Background: an optimization exercise with open tools, aiming at small area, a short achievable clock period and few clock cycles. Do not read the settings as production practice. In this exercise RTL edits were held to simulation tests only and were not proved equivalent to the original. Power is estimated from default activity; no workload was simulated.

[flow/design.v]
`timescale 1ns/1ps
module tag_store_top (
  input  logic                   clk_i,
  input  logic                   rst_i,
  input  logic [(1 + 4 + $clog2(16) + 8 + 1)-1:0]   req_i,
  input  logic                   valid_i,
  output logic                   ready_o,
  input  logic [4-1:0]    lock_i,
  output logic [(4 + 2 + 8)-1:0]   res_o,
  output logic                   valid_o,
  input  logic                   ready_i
);
  localparam int QD = 4;    
  function automatic logic [3:0] victim_oh(input logic [3:0] elig,
                                           input logic [3:0] valid,
                                           input logic [1:0] ptr);
    logic [3:0] free, rot, r0, r1, r2, r3;
    free = elig & ~valid;
    r0 = elig[0] ? 4'b0001 : elig[1] ? 4'b0010 : elig[2] ? 4'b0100 : elig[3] ? 4'b1000 : 4'b0000;
    r1 = elig[1] ? 4'b0010 : elig[2] ? 4'b0100 : elig[3] ? 4'b1000 : elig[0] ? 4'b0001 : 4'b0000;
    r2 = elig[2] ? 4'b0100 : elig[3] ? 4'b1000 : elig[0] ? 4'b0001 : elig[1] ? 4'b0010 : 4'b0000;
    r3 = elig[3] ? 4'b1000 : elig[0] ? 4'b0001 : elig[1] ? 4'b0010 : elig[2] ? 4'b0100 : 4'b0000;
    case (ptr)
      2'd0:    rot = r0;
      2'd1:    rot = r1;
      2'd2:    rot = r2;
      default: rot = r3;
    endcase
    if (free[0])      victim_oh = 4'b0001;
    else if (free[1]) victim_oh = 4'b0010;
    else if (free[2]) victim_oh = 4'b0100;
    else if (free[3]) victim_oh = 4'b1000;
    else              victim_oh = rot;
  endfunction
  logic       rdy_q;
  logic [2:0] cnt_q;
  logic       accept;
  logic       pop;
  logic [2:0] cnt_next;
  assign accept   = valid_i & rdy_q;
  assign pop      = valid_o & ready_i;
  assign cnt_next = cnt_q + {2'b0, accept} - {2'b0, pop};
  always_ff @(posedge clk_i) begin
    if (rst_i) begin
      cnt_q <= '0;
      rdy_q <= 1'b1;
    end else begin
      cnt_q <= cnt_next;
      rdy_q <= cnt_next < 3'(QD);
    end
  end
  assign ready_o = rdy_q;
  logic        a_v;
  logic [17:0] a_req;
  logic [3:0]  a_lock;
  logic [15:0] a_sel;
  always_ff @(posedge clk_i) begin
    if (rst_i) a_v <= 1'b0;
    else       a_v <= accept;
    a_req  <= req_i;
    a_lock <= lock_i;
    for (int s = 0; s < 16; s++) a_sel[s] <= (req_i[12:9] == 4'(s));
  end
  logic [3:0] a_ind, a_idx, a_elig;
  logic [7:0] a_tag;
  assign a_ind  = a_req[16:13];
  assign a_idx  = a_req[12:9];
  assign a_tag  = a_req[8:1];
  assign a_elig = a_ind & ~a_lock;
  logic [3:0]  m_valid [16];
  logic [3:0]  m_dirty [16];
  logic [1:0]  m_ptr   [16];
  logic [7:0]  m_tag   [16][4];
  logic [3:0]  rd_valid, rd_dirty;
  logic [7:0]  rd_tag [4];
  logic [1:0]  rd_ptr;
  always_comb begin
    rd_valid = '0;
    rd_dirty = '0;
    rd_ptr   = '0;
    for (int w = 0; w < 4; w++) rd_tag[w] = '0;
    for (int s = 0; s < 16; s++) begin
      rd_valid = rd_valid | ({4{a_sel[s]}} & m_valid[s]);
      rd_dirty = rd_dirty | ({4{a_sel[s]}} & m_dirty[s]);
      rd_ptr   = rd_ptr   | ({2{a_sel[s]}} & m_ptr[s]);
      for (int w = 0; w < 4; w++) rd_tag[w] = rd_tag[w] | ({8{a_sel[s]}} & m_tag[s][w]);
    end
  end
  logic        b_v, b_flush, b_dirty, b_same, b_found;
  logic [3:0]  b_ind, b_idx;
  logic [7:0]  b_tag;
  logic [3:0]  b_hit0, b_vic0;
  logic        b_eqprev;
  logic [3:0]  hit0_n;
  logic [3:0]  b_vick [4];
  logic [3:0]  b_valid0, b_dirtyv;
  logic [1:0]  b_ptr;
  logic [7:0]  b_tags [4];
  logic        same_n, eq_prev;
  logic [3:0]  v0;
  assign same_n  = b_v && (b_idx == a_idx);
  assign eq_prev = (b_tag == a_tag);
  assign v0      = rd_valid & ~((same_n && b_flush) ? b_ind : 4'b0);
  always_comb begin
    for (int w = 0; w < 4; w++) begin
      hit0_n[w] = a_ind[w] & v0[w] & (rd_tag[w] == a_tag);
    end
  end
  always_ff @(posedge clk_i) begin
    if (rst_i) b_v <= 1'b0;
    else       b_v <= a_v;
    b_flush  <= a_req[17];
    b_ind    <= a_ind;
    b_idx    <= a_idx;
    b_tag    <= a_tag;
    b_dirty  <= a_req[0];
    b_same   <= same_n;
    b_found  <= |a_elig;
    b_hit0   <= hit0_n;
    b_eqprev <= eq_prev;
    for (int k = 0; k < 4; k++) b_tags[k] <= rd_tag[k];
    b_vic0   <= victim_oh(a_elig, v0, rd_ptr);
    for (int k = 0; k < 4; k++)
      b_vick[k] <= victim_oh(a_elig, rd_valid | (4'b0001 << k), 2'(k + 1));
    b_valid0 <= v0;
    b_dirtyv <= rd_dirty;
    b_ptr    <= rd_ptr;
  end
  logic [3:0]  w_valid, w_dirty, w_mod;
  logic [1:0]  w_ptr;
  logic [7:0]  w_tag;
  logic [3:0]  ms, hit, vic_oh, c_valid, c_dirty;
  logic [1:0]  c_ptr, vic;
  logic [7:0]  c_tag [4];
  logic        any_hit, hit_dirty;
  always_comb begin
    for (int w = 0; w < 4; w++) begin
      ms[w]    = b_same & w_mod[w];
      hit[w]   = ms[w] ? (b_ind[w] & b_eqprev) : b_hit0[w];
      c_tag[w] = ms[w] ? w_tag : b_tags[w];
    end
    any_hit = |hit;
    vic_oh  = b_vic0;
    if (|ms) begin
      vic_oh = '0;
      for (int k = 0; k < 4; k++) vic_oh = vic_oh | ({4{w_mod[k]}} & b_vick[k]);
    end
    c_valid = b_same ? w_valid : b_valid0;
    c_dirty = b_same ? w_dirty : b_dirtyv;
    c_ptr   = b_same ? w_ptr   : b_ptr;
    hit_dirty = (hit[0] & c_dirty[0]) |
                (~hit[0] & hit[1] & c_dirty[1]) |
                (~hit[0] & ~hit[1] & hit[2] & c_dirty[2]) |
                (~hit[0] & ~hit[1] & ~hit[2] & c_dirty[3]);
  end
  assign vic = {vic_oh[3] | vic_oh[2], vic_oh[3] | vic_oh[1]};
  logic        lookup, refill, dirty_upd;
  logic [3:0]  refill_oh, n_valid, n_dirty, sel_oh, ev_oh;
  logic [1:0]  n_ptr;
  logic [13:0] c_res;
  logic [7:0]  etag;
  assign lookup    = ~b_flush;
  assign refill    = lookup & ~any_hit & b_found;
  assign refill_oh = {4{refill}} & vic_oh;
  assign dirty_upd = lookup & any_hit & b_dirty & ~hit_dirty;
  always_comb begin
    if (b_flush)     n_valid = c_valid & ~b_ind;
    else             n_valid = c_valid | refill_oh;
    if (dirty_upd)   n_dirty = c_dirty | hit;
    else if (refill) n_dirty = (c_dirty & ~vic_oh) | (vic_oh & {4{b_dirty}});
    else             n_dirty = c_dirty;
    n_ptr = refill ? vic + 2'd1 : c_ptr;
  end
  logic [3:0]  fsoh;
  assign fsoh   = {b_ind[3] & ~|b_ind[2:0], b_ind[2] & ~|b_ind[1:0], b_ind[1] & ~b_ind[0], ~|b_ind[3:1] | b_ind[0]};
  assign sel_oh = b_flush ? fsoh : vic_oh;
  assign ev_oh  = sel_oh & c_valid;
  always_comb begin
    etag = '0;
    for (int w = 0; w < 4; w++) etag = etag | ({8{ev_oh[w]}} & c_tag[w]);
    c_res = '0;
    if (lookup && any_hit) begin
      c_res[13:10] = hit;
      c_res[9]     = 1'b1;
    end else if (b_flush || b_found) begin
      c_res[13:10] = b_flush ? b_ind : vic_oh;
      c_res[8]     = |(ev_oh & c_dirty);
      c_res[7:0]   = etag;
    end
  end
  always_ff @(posedge clk_i) begin
    w_valid <= n_valid;
    w_dirty <= n_dirty;
    w_ptr   <= n_ptr;
    w_mod   <= refill_oh;
    w_tag   <= b_tag;
  end
  always_ff @(posedge clk_i) begin
    for (int s = 0; s < 16; s++) begin
      if (rst_i || (b_v && (b_idx == 4'(s)))) begin
        m_valid[s] <= n_valid & {4{~rst_i}};
        m_ptr[s]   <= n_ptr & {2{~rst_i}};
      end
      if (b_v && (b_idx == 4'(s))) begin
        m_dirty[s] <= n_dirty;
        for (int w = 0; w < 4; w++)
          if (refill_oh[w]) m_tag[s][w] <= b_tag;
      end
    end
  end
  logic [13:0] q [QD];
  logic [2:0]  qn_q;
  logic        vo_q;
  logic [2:0]  qn_next;
  assign qn_next = qn_q + {2'b0, b_v} - {2'b0, pop};
  always_ff @(posedge clk_i) begin
    if (rst_i) begin
      qn_q <= '0;
      vo_q <= 1'b0;
    end else begin
      qn_q <= qn_next;
      vo_q <= qn_next != 3'd0;
    end
    for (int i = 0; i < QD; i++) begin
      if (rst_i && (i == 0)) begin
        q[i] <= '0;
      end else if (pop) begin
        if (b_v && (qn_q == 3'(i + 1))) q[i] <= c_res;
        else if (i < QD - 1)            q[i] <= q[(i + 1) % QD];
      end else if (b_v && (qn_q == 3'(i))) begin
        q[i] <= c_res;
      end
    end
  end
  assign valid_o = vo_q;
  assign res_o   = q[0];
endmodule
[flow/run.sh]
#!/bin/bash
# synth_recipe.tcl (not shown) runs the flow's synth.tcl, then flattens the netlist and writes it again
# the make line also repeats each setting of config.mk as NAME=value (left out here)
make -C /OpenROAD-flow-scripts/flow DESIGN_CONFIG=/design/flow/config.mk WORK_HOME=/design/flow/orfs CLKGATE_MAP_FILE= SYNTH_SCRIPT=/design/flow/synth_recipe.tcl finish
[flow/config.mk]
export PLATFORM = sky130hd
export DESIGN_NAME = tag_store_top
export DESIGN_NICKNAME = tag_store_top
export VERILOG_FILES = /design/flow/design.v
export SDC_FILE = /design/flow/constraint.sdc
export NUM_CORES = 4
export LEC_CHECK = 0
export ABC_CLOCK_PERIOD_IN_PS = 2500
export CAP_MARGIN = 20
export CORE_MARGIN = 2
export CORE_UTILIZATION = 35
export CTS_BUF_LIST = sky130_fd_sc_hd__clkbuf_16
export CTS_CLUSTER_DIAMETER = 80
export CTS_CLUSTER_SIZE = 25
export PLACE_DENSITY = 0.7
export SETUP_SLACK_MARGIN = 4.5
export SLEW_MARGIN = 20
[flow/constraint.sdc]
create_clock -name core_clock -period 7.0 [get_ports {clk_i}]
set_input_delay 1.4000 -clock core_clock [delete_from_list [all_inputs] [get_ports {clk_i}]]
set_output_delay 1.4000 -clock core_clock [all_outputs]
set_load 0.01 [all_outputs]
==> impl_results.rst, run 1 <==
.. list-table::
   :header-rows: 1

   * - Metric
     - Value
   * - Result of the run
     - complete, no violations
   * - Portion of total power attributed to sequential cells
     - 60.8%
   * - Max stage delay on crit path
     - 0.69 ns
   * - Initial antenna violation count
     - 1
   * - Most common library cell in the layout ignoring fill and taps
     - sky130_fd_sc_hd__edfxtp_1
   * - CP max FO
     - 8
   * - CTS tree
     - done
   * - Total negative setup slack
     - 0 ns
   * - PortBufs
     - 41
   * - Routed length per instance
     - 27.1 um
   * - Share of post-route cells with drive strength above 1
     - 18.4%
   * - Vias after detailed routing
     - 20639
   * - Horizontal extent of the die
     - 309 um
   * - Standard-cell rows
     - 111
   * - Number of instances in the synthesized netlist
     - 2129
   * - Worst path arrival time
     - 2.92 ns
   * - Area growth, synth to finish
     - 16.4%
   * - Num Clock Sinks
     - 885
   * - Share of power burned in combinational logic
     - 11.3%
   * - Family of cells with the greatest summed delay on the critical path
     - simple AND/OR/NAND/NOR gates
   * - Worst setup SP type
     - register
   * - Vias in the first global route
     - 19751
   * - Cell chain of the critical path
     - nor2b_1 -> nand2_1 -> nand2b_1
   * - Clock skew
     - 0.0455 ns
   * - Post-CTS clock slew at the launch and capture registers of the worst setup and hold paths
     - 0.10 ns
   * - Type of element capturing the critical path
     - register
   * - Pin count of the biggest net entering global routing
     - 67
   * - Drt first-iter violations
     - 3239
   * - Sum of buffers and inverters on the critical path
     - 0
   * - Final core utilization
     - 41.3%
   * - Overall fraction of global-route tracks in use
     - 18.8%
   * - Half-perimeter wire length after placement
     - 56000 um
   * - Fraction of the cycle the final worst path needs
     - 37.5%
   * - Library cell contributing the largest single delay on the critical path
     - sky130_fd_sc_hd__nand2b_1
   * - Headroom to the max-slew limit
     - 33.3%
   * - Number of flops mapped to enable cells by yosys
     - 686
   * - Setup ws final
     - 4.37 ns
   * - Relative contribution of the clock network to total power
     - 27.9%
   * - Vert. Die Dim
     - 309 um
   * - Number of H-tree levels
     - 2
   * - Class of the most critical hold timing path
     - reg -> reg
   * - Count of placed standard cells including taps
     - 3320
   * - Non-filler cells, final
     - 3486
   * - Highest ir drop seen on vdd
     - 0.152 mV
   * - Post-Layout Inst Area
     - 37900 um^2
   * - Power after layout
     - 10.2 mW
   * - Pins Over Slew Limit
     - 0
   * - Total iterations of the first detailed-routing run
     - 8
   * - Data required, critical path
     - 7.29 ns
   * - Setup repair after global routing missed its margin
     - true
   * - Count of endpoints failing hold in the final timing report
     - 0
   * - Initial standard-cell utilization of the core
     - 35.5%
   * - Post-layout nets
     - 2246
   * - Setup slack after placement
     - 2.93 ns
   * - Fmax
     - 381 MHz
   * - Hold path start
     - a_req[17]
   * - Yosys synthesis warning count
     - 10
   * - Clk Latency, worst-skew pair
     - 0.65 ns
   * - Start point of the critical path
     - b_idx[2]
   * - I/O Pins
     - 42
   * - Net switching share of the total power
     - 25.0%
   * - Total congestion overflow after global routing
     - 0
   * - Post-Syn Area
     - 32600 um^2
   * - Post-cts hold buffer count
     - 0
   * - Final wirelength
     - 94400 um
   * - Diode insertion count for antenna repair
     - 0
   * - Synthesized area divided by synthesized cell count
     - 15.3 um^2
   * - Number of violations of the max-capacitance limit
     - 0
   * - Mapped Nets
     - 2161
   * - Bufs on Longest Clock Path
     - 3
   * - Sequential cell area fraction in the yosys report
     - 75.4%
   * - Proportion of register bits with asynchronous set or reset after synthesis
     - 0%
   * - Leakage power total
     - 12.6 nW
   * - Setup Viol. Count Final
     - 0
   * - Min Clock Period, post-route
     - 2.63 ns
   * - Core Region
     - 91900 um^2
   * - Most used flip-flop cell after synthesis
     - sky130_fd_sc_hd__edfxtp_1
   * - Psw
     - 2.56 mW
   * - Most used cells in the layout excluding fill and tap cells
     - 686 x sky130_fd_sc_hd__edfxtp_1, 179 x sky130_fd_sc_hd__a22oi_1, 154 x sky130_fd_sc_hd__dfxtp_1
   * - Cts bufs inserted
     - 43
   * - Total power per unit cell area
     - 270 nW/um^2
   * - Placed inst area
     - 34400 um^2
   * - Pin slew with the least headroom to its limit
     - 0.997 ns
   * - Master cell of the clock root buffer
     - sky130_fd_sc_hd__clkbuf_16
   * - DR vias/cell
     - 5.92
   * - Remaining antenna violation count
     - 0
   * - First-pass GRT wire length
     - 134000 um
   * - Synth cell types
     - 72
   * - Flops & latches, synth
     - 885
   * - Critical path class
     - reg -> reg
   * - Final routed DRC violation total
     - 0
   * - Worst reg2reg path startpoint
     - b_idx[2]
   * - Die footprint
     - 95600 um^2
   * - Global placement routability congestion
     - 0.948
   * - Power Internal
     - 7.67 mW
   * - Worst hold margin
     - 0.337 ns
==> repair_timing <==
item / CTS / global route
endpoints found under the setup margin: 780 / 801
setup buffers: 49 / 33
gates resized for setup: 289 / 119
endpoints found under the hold margin: 0 / 0
pin swaps: 37 / 17
gates cloned: 4 / 6
==> metal layers <==
layer,up-vias,global-route usage [%],share of wire [%]
li1,8561,-,-
met1,10389,25.0,37
met2,1434,30.5,47
met3,253,3.88,12
met4,2,7.04,4.0
met5,-,0,0.024
==> worst reg2reg max path, delay by kind of cell, from the launching register on <==
| kind | cells | cell delay (ns) |
|---|---|---|
| AND/OR/NAND/NOR | 3 | 1.70 |
| flip-flops | 1 | 0.57 |
==> final timing paths <==
check | slack, ns | endpoint | cells past startpoint
hold reg to reg | 0.34 | b_flush | 0
hold / removal | 0.34 | b_flush | 0
setup reg to reg | 4.37 | m_valid[13][0] | 3
setup / recovery | 4.37 | m_valid[13][0] | 3
==> flip-flops by register name, indices dropped and copies added (netlist names), 18 cells and up <==
register  flops
q            56
a_req        18
m_ptr        32
m_valid      64
m_tag       512
b_tags       32
m_dirty      64
==> synth_stat cells (all sizes together) (19+ instances only) <==
cell | instances | area [um^2]
a21oi | 55 | 283
a221oi | 79 | 698
edfxtp | 686 | 20600
inv | 38 | 145
nor2 | 131 | 512
o22ai | 22 | 138
nor3 | 26 | 130
mux2i | 53 | 531
dfxtp | 199 | 3980
a22oi | 190 | 1430
nand3 | 34 | 170
clkbuf | 62 | 233
nand4 | 41 | 257
o21ai | 37 | 185
a22o | 79 | 692
buf | 54 | 263
nand2b | 30 | 188
nand2 | 114 | 438
xnor2 | 30 | 263
and3 | 27 | 169
o221ai | 19 | 173
xor2 | 19 | 166
==> power by group through the flow <==
stage | clock network (mW) | logic [mW] | registers [mW]
4_1_cts | 2.87 | 1.07 | 6.21
3_5_place_dp | 0 | 0.944 | 6.33
3_3_place_gp | 0 | 0.911 | 6.32
6_report | 2.86 | 1.16 | 6.21
2_1_floorplan | 0 | 0.647 | 6.23
5_1_grt | 3.04 | 1.25 | 6.24
==> cell type report <==
| type | instances | area [um^2] |
|---|---|---|
| tap | 1243 | 1560 |
| multi-input combinational | 1094 | 8470 |
| sequential | 885 | 24700 |
| clock inverter | 31 | 231 |
| inverter | 39 | 166 |
| timing repair inverter | 1 | 8.76 |
| fill | 8086 | 54000 |
| clock buffer | 43 | 1080 |
| timing repair buffer | 150 | 1760 |
==> kinds of logic (layout without fill, tap and decap cells) <==
kind of cell | Yosys count | after routing | synth area share, %
xor gates and xnor gates | 49 | 49 | 1.32
buffers and inverters | 155 | 264 | 1.98
AOI/OAI and AO/OA | 526 | 526 | 12.5
and+or+nand+nor | 452 | 457 | 6.83
adders and majority gates | 6 | 6 | 0.276
DFF | 885 | 885 | 75.4
muxes | 56 | 56 | 1.73
Testbench counts, summed over its fixed seeds: cycles 12,024.
==> inputs of run 2 (changes only) <==
--- a/flow/config.mk
+++ b/flow/config.mk
@@ -9,6 +9,6 @@
 export CAP_MARGIN = 20
 export CORE_MARGIN = 2
-export CORE_UTILIZATION = 35
-export CTS_BUF_LIST = sky130_fd_sc_hd__clkbuf_16
+export CORE_UTILIZATION = 40
+export CTS_BUF_LIST = sky130_fd_sc_hd__clkbuf_8 sky130_fd_sc_hd__clkbuf_16
 export CTS_CLUSTER_DIAMETER = 80
 export CTS_CLUSTER_SIZE = 25
==> run 2 against run 1 <==
Against the previous run: die area fell by 12%; via count fell by 0.82%; cell area up 0.16%; register-to-register slack better by 0.10 ns; clock power down 3%; synthesized area stayed put; routed wire length rose by 1.9%; clock-buffer cell count shrank 1; synthesized cell count stayed put; critical path type unchanged.
==> impl_results.rst, run 2 <==
.. list-table::
   :header-rows: 1

   * - Metric
     - Value
   * - Pin slew with the least headroom to its limit
     - 0.952 ns
   * - Core Region
     - 80500 um^2
   * - Standard-cell rows
     - 104
   * - Power after layout
     - 10.2 mW
   * - Register-to-register setup slack
     - 4.47 ns
   * - Leakage power total
     - 12.6 nW
   * - Initial antenna violation count
     - 0
   * - Total iterations of the first detailed-routing run
     - 6
   * - Routed length per instance
     - 29.2 um
   * - Largest registers ranked by flip-flop count
     - m_tag x512, m_dirty x64, m_valid x64
   * - Hold path start
     - a_req[17]
   * - Horizontal extent of the die
     - 289 um
   * - Type of element capturing the critical path
     - register
   * - First-pass GRT wire length
     - 133000 um
   * - Result of the run
     - complete, no violations
   * - CTS tree
     - done
   * - Worst reg2reg path startpoint
     - b_same
   * - Reg-to-reg critical path endpoint
     - m_tag[36][2]
   * - PortBufs
     - 41
   * - Class of the most critical hold timing path
     - reg -> reg
   * - Master cell of the clock root buffer
     - sky130_fd_sc_hd__clkbuf_16
   * - Worst path arrival time
     - 2.87 ns
   * - Die footprint
     - 83800 um^2
   * - Pin count of the biggest net entering global routing
     - 67
   * - Most common library cell in the layout ignoring fill and taps
     - sky130_fd_sc_hd__edfxtp_1
   * - Clk Latency, worst-skew pair
     - 0.64 ns
   * - Synth top area share
     - 63.2%
   * - Final wirelength
     - 96200 um
   * - Sequential cell area fraction in the yosys report
     - 75.4%
   * - Data required, critical path
     - 7.35 ns
   * - Area growth, synth to finish
     - 16.6%
   * - Headroom to the max-slew limit
     - 36.4%
   * - Depth of the worst register-to-register path
     - 9
   * - Total power per unit cell area
     - 268 nW/um^2
   * - Worst-case hold path end point
     - b_flush
   * - Fraction of the cycle the final worst path needs
     - 36.1%
   * - DR vias/cell
     - 6.22
   * - Flops & latches, synth
     - 885
   * - Fill cell instance count of the final layout
     - 6576
   * - Post-layout nets
     - 2242
   * - Number of H-tree levels
     - 2
   * - Synth cell types
     - 72
   * - Setup repair after global routing missed its margin
     - true
   * - Count of endpoints failing hold in the final timing report
     - 0
   * - Worst setup SP type
     - register
   * - CP max FO
     - 7
   * - Drt first-iter violations
     - 2628
   * - Final routed DRC violation total
     - 0
   * - Yosys synthesis warning count
     - 10
   * - Post-Syn Area
     - 32600 um^2
   * - Worst hold margin
     - 0.335 ns
   * - Most used flip-flop cell after synthesis
     - sky130_fd_sc_hd__edfxtp_1
   * - Most frequent cell after synthesis
     - sky130_fd_sc_hd__edfxtp_1
   * - Most used cells in the layout excluding fill and tap cells
     - 686 x sky130_fd_sc_hd__edfxtp_1, 169 x sky130_fd_sc_hd__a22oi_1, 152 x sky130_fd_sc_hd__dfxtp_1
   * - Total negative setup slack
     - 0 ns
   * - Setup Viol. Count Final
     - 0
   * - Vias after detailed routing
     - 20469
   * - Synthesized area divided by synthesized cell count
     - 15.3 um^2
   * - Num Clock Sinks
     - 885
   * - Half-perimeter wire length after placement
     - 54500 um
   * - Footprint of the multi-input gates
     - 8580 um^2
   * - Overall fraction of global-route tracks in use
     - 21.5%
   * - Post-cts hold buffer count
     - 0
   * - Proportion of register bits with asynchronous set or reset after synthesis
     - 0%
   * - Initial standard-cell utilization of the core
     - 40.5%
   * - Critical path class
     - reg -> reg
   * - Min Clock Period, post-route
     - 2.53 ns
   * - Leading cell types by count after synthesis
     - 686 x sky130_fd_sc_hd__edfxtp_1, 199 x sky130_fd_sc_hd__dfxtp_1, 190 x sky130_fd_sc_hd__a22oi_1, 123 x sky130_fd_sc_hd__nor2_1, 112 x sky130_fd_sc_hd__nand2_1
   * - Fmax
     - 396 MHz
   * - Bufs on Longest Clock Path
     - 3
   * - Cts bufs inserted
     - 42
   * - Worst Hold Depth
     - 0
   * - Cell type with the highest aggregate area in the netlist
     - sky130_fd_sc_hd__edfxtp_1
   * - Remaining antenna violation count
     - 0
   * - Mapped Nets
     - 2161
   * - Ranking of synthesized cells by area
     - sky130_fd_sc_hd__edfxtp_1 63%, sky130_fd_sc_hd__dfxtp_1 12%, sky130_fd_sc_hd__a22oi_1 4.4%
   * - Highest ir drop seen on vdd
     - 0.162 mV
   * - Vert. Die Dim
     - 289 um
   * - Diode insertion count for antenna repair
     - 0
   * - Number of flops mapped to enable cells by yosys
     - 686
   * - Share of post-route cells with drive strength above 1
     - 19.3%
   * - I/O Pins
     - 42
   * - Total congestion overflow after global routing
     - 0
   * - Largest register FFs
     - 512
   * - Global placement routability congestion
     - 0.878
   * - Clock skew
     - 0.0405 ns
   * - Register Area
     - 24700 um^2
   * - Top register by number of flip-flops
     - m_tag
   * - Post-CTS clock slew at the launch and capture registers of the worst setup and hold paths
     - 0.10 ns
   * - Pins Over Slew Limit
     - 0
   * - Number of violations of the max-capacitance limit
     - 0
   * - Vias in the first global route
     - 19617
   * - Number of instances in the synthesized netlist
     - 2129
## run 2: cell counts after synthesis
Identical to the previous run, type by type.
## run 2: per-stage QoR
| stage | setup WS (ns) | instances | util (%) | cell area [um^2] |
|---|---|---|---|---|
| finish | 4.47 | 3293 | 47.2 | 38000 |
| global route | 4.43 | 3293 | 47.2 | 38000 |
| floorplan | 3.93 | 2129 | - | 32700 |
| global placement | 3.20 | 3137 | 42.4 | 34200 |
| detailed placement | 3.15 | 3137 | 42.5 | 34200 |
| CTS | 4.40 | 3246 | 45.7 | 36800 |
## run 2: what timing repair did
action,CTS,global route
pin swaps,30,52
buffers inserted,37,31
gates cloned,5,16
resized for setup,314,124
endpoints found under the setup margin,797,805
## run 2: report_power, final
part           total [mW]  internal [mW]  switching (mW)
registers            6.21           5.99           0.215
logic                1.19          0.481           0.707
clock network        2.78           1.16            1.62
## run 2: critical path: stages (launching register included)
cell and delay, ns:
sky130_fd_sc_hd__dfxtp_4 0.39, sky130_fd_sc_hd__buf_12 0.14, sky130_fd_sc_hd__and4_4 0.19, sky130_fd_sc_hd__a2111oi_4 0.34, sky130_fd_sc_hd__and3_4 0.35, sky130_fd_sc_hd__o21ai_4 0.17, sky130_fd_sc_hd__buf_12 0.20, sky130_fd_sc_hd__buf_8 0.13
sky130_fd_sc_hd__nor2_4 0.17, sky130_fd_sc_hd__buf_12 0.17
## run 2: worst max path at each step
stage / from / end / slack (ns) / cells after the start
after floorplan: ready_i / vo_q / 3.93 / 12
after global placement: ready_i / rdy_q / 3.20 / 10
after detailed placement: ready_i / vo_q / 3.15 / 11
after CTS: b_v / m_valid[7][1] / 4.40 / 4
after global routing: b_same / m_tag[36][2] / 4.43 / 9
final: b_same / m_tag[36][2] / 4.47 / 9
## run 2: per-layer routing
metal  vias up  part of all wire [%]  routed length (um)  global-route usage [%]
met2      1367                    47               45500                    35.1
met4         0                   5.0                4770                    8.47
li1       8545                     -                   -                       -
met1     10312                    36               35000                    28.6
met5         -                     0                   0                       0
met3       245                    11               11000                    3.87
## run 2: area by class of cell
class,instances,area share [%]
Clock buffer,42,2.77
Timing Repair Buffer,148,5.27
Sequential cell,885,65.0
Inverter,39,0.448
Multi-Input combinational cell,1093,22.6
Timing Repair inverter,1,0.0230
Tap cell,1060,3.49
Clock inverter,25,0.464
## run 2: logic make-up after synthesis
group	share of synthesized area, %
xor+xnor	1.32
compound gates	12.5
flops	75.4
mux	1.73
fa+ha+maj	0.276
simple gates	6.83
buf+inv	1.98

## afterwards: timing with drivers on the ports
In the flow no input, the clock included, has a driving cell. The finished layouts below were timed again as built, in two steps.
Step 1, drivers: a clkbuf_16 drives clk_i and a buf_2 each remaining input, both assumed.
Step 2, shift: input delay + t, output delay - t, t = (earliest + latest rising clock arrival at the registers) / 2. This alone moves slack from input paths to output paths.
Slacks: ideal ports / drivers / drivers and shift; pairs: ideal ports / drivers.
run	t (ns)	setup WS [ns]	clock arrival spread, ns	cell pins on the clock port's net
run 1	0.691	4.372 / 4.372 / 3.932	0.050 / 0.049	1
run 2	0.677	4.474 / 4.454 / 3.882	0.049 / 0.049	1
After both steps setup and hold are still met in every run listed. The setup slack of run 2, which loses most, moves by -0.020 ns with the drivers and by -0.592 ns with both steps.
